This is an optimization exercise on Yosys and OpenROAD, whose aim is small area, a short achievable clock period and few clock cycles, not a production implementation. Function was checked by simulation only, so behaviour that the tests miss may differ from the original. Power figures rest on the tool's default switching activity, not on a simulated workload.

==> inputs of branch xenon <==
==> flow/design.v (excerpt) <==
module otsu_threshold_finder_top #(
  parameter int LEVELS     = 256,
  parameter int COUNT_BITS = 20
) (
  input  wire logic                  clk_i,
  input  wire logic                  rst_ni,
  input  wire logic                  in_valid_i,
  output logic                       in_stall_o,
  input  wire logic [otsu_pkg::LEVEL_BITS-1:0] pixel_i,
  input  wire logic                  last_pixel_i,
  output logic                       out_valid_o,
  input  wire logic                  out_stall_i,
  output logic [otsu_pkg::LEVEL_BITS-1:0]      threshold_o
);
  localparam int CW = 20;
  logic [255:0][CW-1:0] hist_q;
  logic          in_stall_q, clr_q;
  logic          v0_q, last0_q, v1_q, last1_q, v2_q, last2_q, go_q;
  logic [7:0]    p0_q, p1_q, p2_q;
  logic [CW-1:0] r1_q, rd, wdata, w2_q;
  logic          inc, inc2_q;
  logic [27:0]   ntot_q;
  logic [35:0]   stot_q;
  logic [7:0]    raddr, s_addr, s_res;
  logic          s_addr_ld;
  logic          s_active, s_done, s_ack;
  logic          out_valid_q;
  logic [7:0]    thr_q;
  logic          take;
  assign take = in_valid_i & ~in_stall_q;
  always_ff @(posedge clk_i or negedge rst_ni) begin
    if (!rst_ni) begin
      v0_q       <= 1'b0;
      v1_q       <= 1'b0;
      v2_q       <= 1'b0;
      go_q       <= 1'b0;
      in_stall_q <= 1'b0;
      clr_q      <= 1'b1;
    end else begin
      v0_q  <= take;
      v1_q  <= v0_q;
      v2_q  <= v1_q;
      go_q  <= v2_q & last2_q;
      clr_q <= s_ack;
      if (take && last_pixel_i) begin
        in_stall_q <= 1'b1;
      end else if (s_ack) begin
        in_stall_q <= 1'b0;
      end
    end
  end
  always_ff @(posedge clk_i) begin
    if (take) begin
      p0_q    <= pixel_i;
      last0_q <= last_pixel_i;
    end else if (s_addr_ld) begin
      p0_q    <= s_addr;
    end
    p1_q    <= p0_q;
    last1_q <= last0_q;
    if (v1_q && p1_q == p0_q) begin
      r1_q <= wdata;
    end else if (v2_q && p2_q == p0_q) begin
      r1_q <= w2_q;
    end else begin
      r1_q <= rd;
    end
    p2_q    <= p1_q;
    last2_q <= last1_q;
    w2_q    <= wdata;
    inc2_q  <= inc;
  end
  assign inc   = r1_q != '1;
  assign wdata = inc ? r1_q + 1'b1 : r1_q;
  always_ff @(posedge clk_i) begin
    if (clr_q) begin
      ntot_q <= '0;
      stot_q <= '0;
  ...
==> flow/config.mk <==
export PLATFORM = sky130hd
export DESIGN_NAME = otsu_threshold_finder_top
export DESIGN_NICKNAME = otsu_threshold_finder_top
export VERILOG_FILES = /design/flow/design.v
export SDC_FILE = /design/flow/constraint.sdc
export NUM_CORES = 4
export LEC_CHECK = 0
export ABC_CLOCK_PERIOD_IN_PS = 4000
export CAP_MARGIN = 20
export CELL_PAD_IN_SITES_DETAIL_PLACEMENT = 1
export CELL_PAD_IN_SITES_GLOBAL_PLACEMENT = 2
export CORE_MARGIN = 2
export CORE_UTILIZATION = 40
export CTS_CLUSTER_DIAMETER = 100
export CTS_CLUSTER_SIZE = 20
export PLACE_DENSITY = 0.5
export SLEW_MARGIN = 20
export SYNTH_MEMORY_MAX_BITS = 8192
==> flow/constraint.sdc <==
create_clock -name core_clock -period 12.0 [get_ports {clk_i}]
set_input_delay 2.4000 -clock core_clock [delete_from_list [all_inputs] [get_ports {clk_i}]]
set_output_delay 2.4000 -clock core_clock [all_outputs]
set_load 0.01 [all_outputs]
standard.sh (not shown) runs the stock make flow with config.mk's settings and CLKGATE_MAP_FILE= SYNTH_SCRIPT=/design/flow/synth_recipe.tcl, a recipe that flattens the netlist after the stock synthesis.
==> flow/flow/run.sh <==
#!/bin/bash
set -euo pipefail
MARGIN=8
sed "s|\"\${@:-finish}\"|SETUP_SLACK_MARGIN=${MARGIN} \"\${@:-finish}\"|" standard.sh > standard_margin.sh
grep -q "SETUP_SLACK_MARGIN=${MARGIN}" standard_margin.sh
bash standard_margin.sh > flow_make.log 2>&1
test -f out/final.def
==> branch umber (differences from branch xenon) <==
--- a/flow/design.v
+++ b/flow/design.v
@@ -63,23 +63,18 @@
   assign r2 = {hi_q[29:0], 10'b0};
   assign r3 = {hi_q[59:30], 10'b0};
   assign m0 = r0 ^ r1 ^ r2;
   assign m1 = ((r0 & r1) | (r0 & r2) | (r1 & r2)) << 1;
   assign n0 = m0 ^ m1 ^ r3;
   assign n1 = ((m0 & m1) | (m0 & r3) | (m1 & r3)) << 1;
-  logic [19:0] lo20, hi0, hi1;
-  logic        c20;
-  assign {c20, lo20} = {1'b0, n0[19:0]} + {1'b0, n1[19:0]};
-  assign hi0 = n0[39:20] + n1[39:20];
-  assign hi1 = n0[39:20] + n1[39:20] + 20'd1;
   always_ff @(posedge clk_i) begin
     a_q  <= a_i;
     b_q  <= b_i;
     lo_q <= csa10(a_q, b_q[9:0]);
     hi_q <= csa10(a_q, b_q[19:10]);
-    p_q  <= {c20 ? hi1 : hi0, lo20};
+    p_q  <= n0 + n1;
   end
   always_ff @(posedge clk_i or negedge rst_ni) begin
     if (!rst_ni) begin
       t0_q <= '0;
       t1_q <= '0;
       t2_q <= '0;
@@ -240,18 +235,15 @@
     else if (d == 10'sd1)  eclass = C_P1;
     else if (d == 10'sd0)  eclass = C_Z;
     else if (d == -10'sd1) eclass = C_M1;
     else                   eclass = C_LT;
   endfunction
   logic signed [9:0] ed0;
-  logic [21:0]       rxa, rxb, thi_c, tlo_c;
-  assign ed0   = signed'({2'b0, lb_q}) - signed'({2'b0, rb_q}) - signed'(10'(prod_t));
-  assign rxa   = {2'b0, prod[39:20]};
-  assign rxb   = {2'b0, prod[38:19]};
-  assign thi_c = prod_t ? rxa + 22'(rxa[21:16]) + 22'd1 : rxb + 22'(rxb[21:16]) + 22'd1;
-  assign tlo_c = prod_t ? rxa - 22'(rxa[21:16]) - 22'd1 : rxb - 22'(rxb[21:16]) - 22'd1;
+  logic [21:0]       r1x;
+  assign ed0 = signed'({2'b0, lb_q}) - signed'({2'b0, rb_q}) - signed'(10'(prod_t));
+  assign r1x = {2'b0, prod_m};
   logic [2:0]  cls;
   logic [22:0] lx, thi, tlo;
   logic        f_gt, f_lt, d_gt, d_amb;
   assign cls   = prod_t ? cls1_q : cls0_q;
   assign lx    = (cls == C_P1) ? {2'b0, prod_m, 1'b0} : {3'b0, prod_m};
   assign thi   = (cls == C_M1) ? {thi_q, 1'b0} : {1'b0, thi_q};
@@ -499,14 +491,14 @@
         lb_q <= 8'(bwe_q[cand]) + 8'(bpe_q[ptr_q]);
         rb_q <= 8'(bwe_q[ptr_q]) + 8'(bpe_q[cand]);
       end
       if (ph_f_q == 3'd4) begin
         cls0_q <= eclass(ed0);
         cls1_q <= eclass(ed0 + 10'sd1);
-        thi_q  <= thi_c;
-        tlo_q  <= tlo_c;
+        thi_q  <= r1x + 22'(r1x[21:16]) + 22'd1;
+        tlo_q  <= r1x - 22'(r1x[21:16]) - 22'd1;
       end
     end
   end
   logic [1:0] nfl, nfi;
   logic       nside, ncol_end;
   always_comb begin
==> flow/flow/run.sh (replaced) <==
#!/bin/bash
set -euo pipefail
MARGIN=7.8
sed "s|\"\${@:-finish}\"|SETUP_SLACK_MARGIN=${MARGIN} \"\${@:-finish}\"|" standard.sh > standard_margin.sh
grep -q "SETUP_SLACK_MARGIN=${MARGIN}" standard_margin.sh
bash standard_margin.sh > flow_make.log 2>&1
test -f out/final.def
--- a/flow/config.mk
+++ b/flow/config.mk
@@ -7,12 +7,12 @@
 export LEC_CHECK = 0
 export ABC_CLOCK_PERIOD_IN_PS = 4000
 export CAP_MARGIN = 20
 export CELL_PAD_IN_SITES_DETAIL_PLACEMENT = 1
 export CELL_PAD_IN_SITES_GLOBAL_PLACEMENT = 2
 export CORE_MARGIN = 2
-export CORE_UTILIZATION = 40
+export CORE_UTILIZATION = 45
 export CTS_CLUSTER_DIAMETER = 100
 export CTS_CLUSTER_SIZE = 20
-export PLACE_DENSITY = 0.5
+export PLACE_DENSITY = 0.55
 export SLEW_MARGIN = 20
 export SYNTH_MEMORY_MAX_BITS = 8192
==> run notes <==
In branch umber the fmax is higher than in branch xenon, by 10%. Against branch xenon, the sequential share of layout area of branch umber is higher by 2.5 points. Core utilization: branch umber is higher than branch xenon (3.9 points). Die area: branch umber is smaller than branch xenon (about 12%). Against branch xenon, the register-to-register slack of branch umber is higher by 0.46 ns. Against branch xenon, the total power of branch umber is lower by about 5%.
==> figures <==
item	branch umber	branch xenon
Net switching power	37.5 mW	40.1 mW
Average wire per cell in the routed design	37.2 µm	39.6 µm
Xor/xnor cell area share of the yosys netlist	0.0163	0.0178
Number of cells after detailed placement	28800	30300
Library cells used by synthesis	121	99
Fraction of area in clock buffers and inverters	0.0341	0.0334
Routed WL	1100000 µm	1250000 µm
Routed wl met2	498000 µm	576000 µm
Outcome	no timing/DRC/antenna violations	no timing/DRC/antenna violations
Final HPWL DP	680000 µm	743000 µm
Worst setup path start	p0_q[2]	p0_q[0]
DP Area	0.312 mm²	0.316 mm²
Hold EP	u_back.u_mul.t2_q[1]	last1_q
Testbench counts of branch xenon, summed over its fixed seeds: cycles 300,295.
Testbench counts of branch umber, summed over its fixed seeds: cycles 300,295.

[static timing again, ports no longer ideal]
The flow's constraints put no driver on any port. The routed layouts listed below were extracted and timed again, unchanged, in two steps.
Step 1: set_driving_cell puts a clkbuf_16 on clk_i and a buf_2 on each other input, an assumption about the parent block.
Step 2, shift: input delay + t, output delay - t, t = (earliest + latest rising clock arrival at the registers) / 2. This alone moves slack from input paths to output paths.
a / b / c = no drivers / after step 1 / after step 2; a / b = the first two.
run | t, ns | setup WS [ns] | hold slack, ns | worst setup path at the end | clock arrival spread, ns
branch xenon | 1.239 | 7.145 / 7.145 / 7.145 | 0.327 / 0.327 / 0.327 | register to register | 0.087 / 0.087
branch umber | 1.221 | 7.603 / 7.603 / 7.603 | 0.307 / 0.307 / 0.307 | register to register | 0.082 / 0.083
After both steps setup and hold are still met in every run listed.
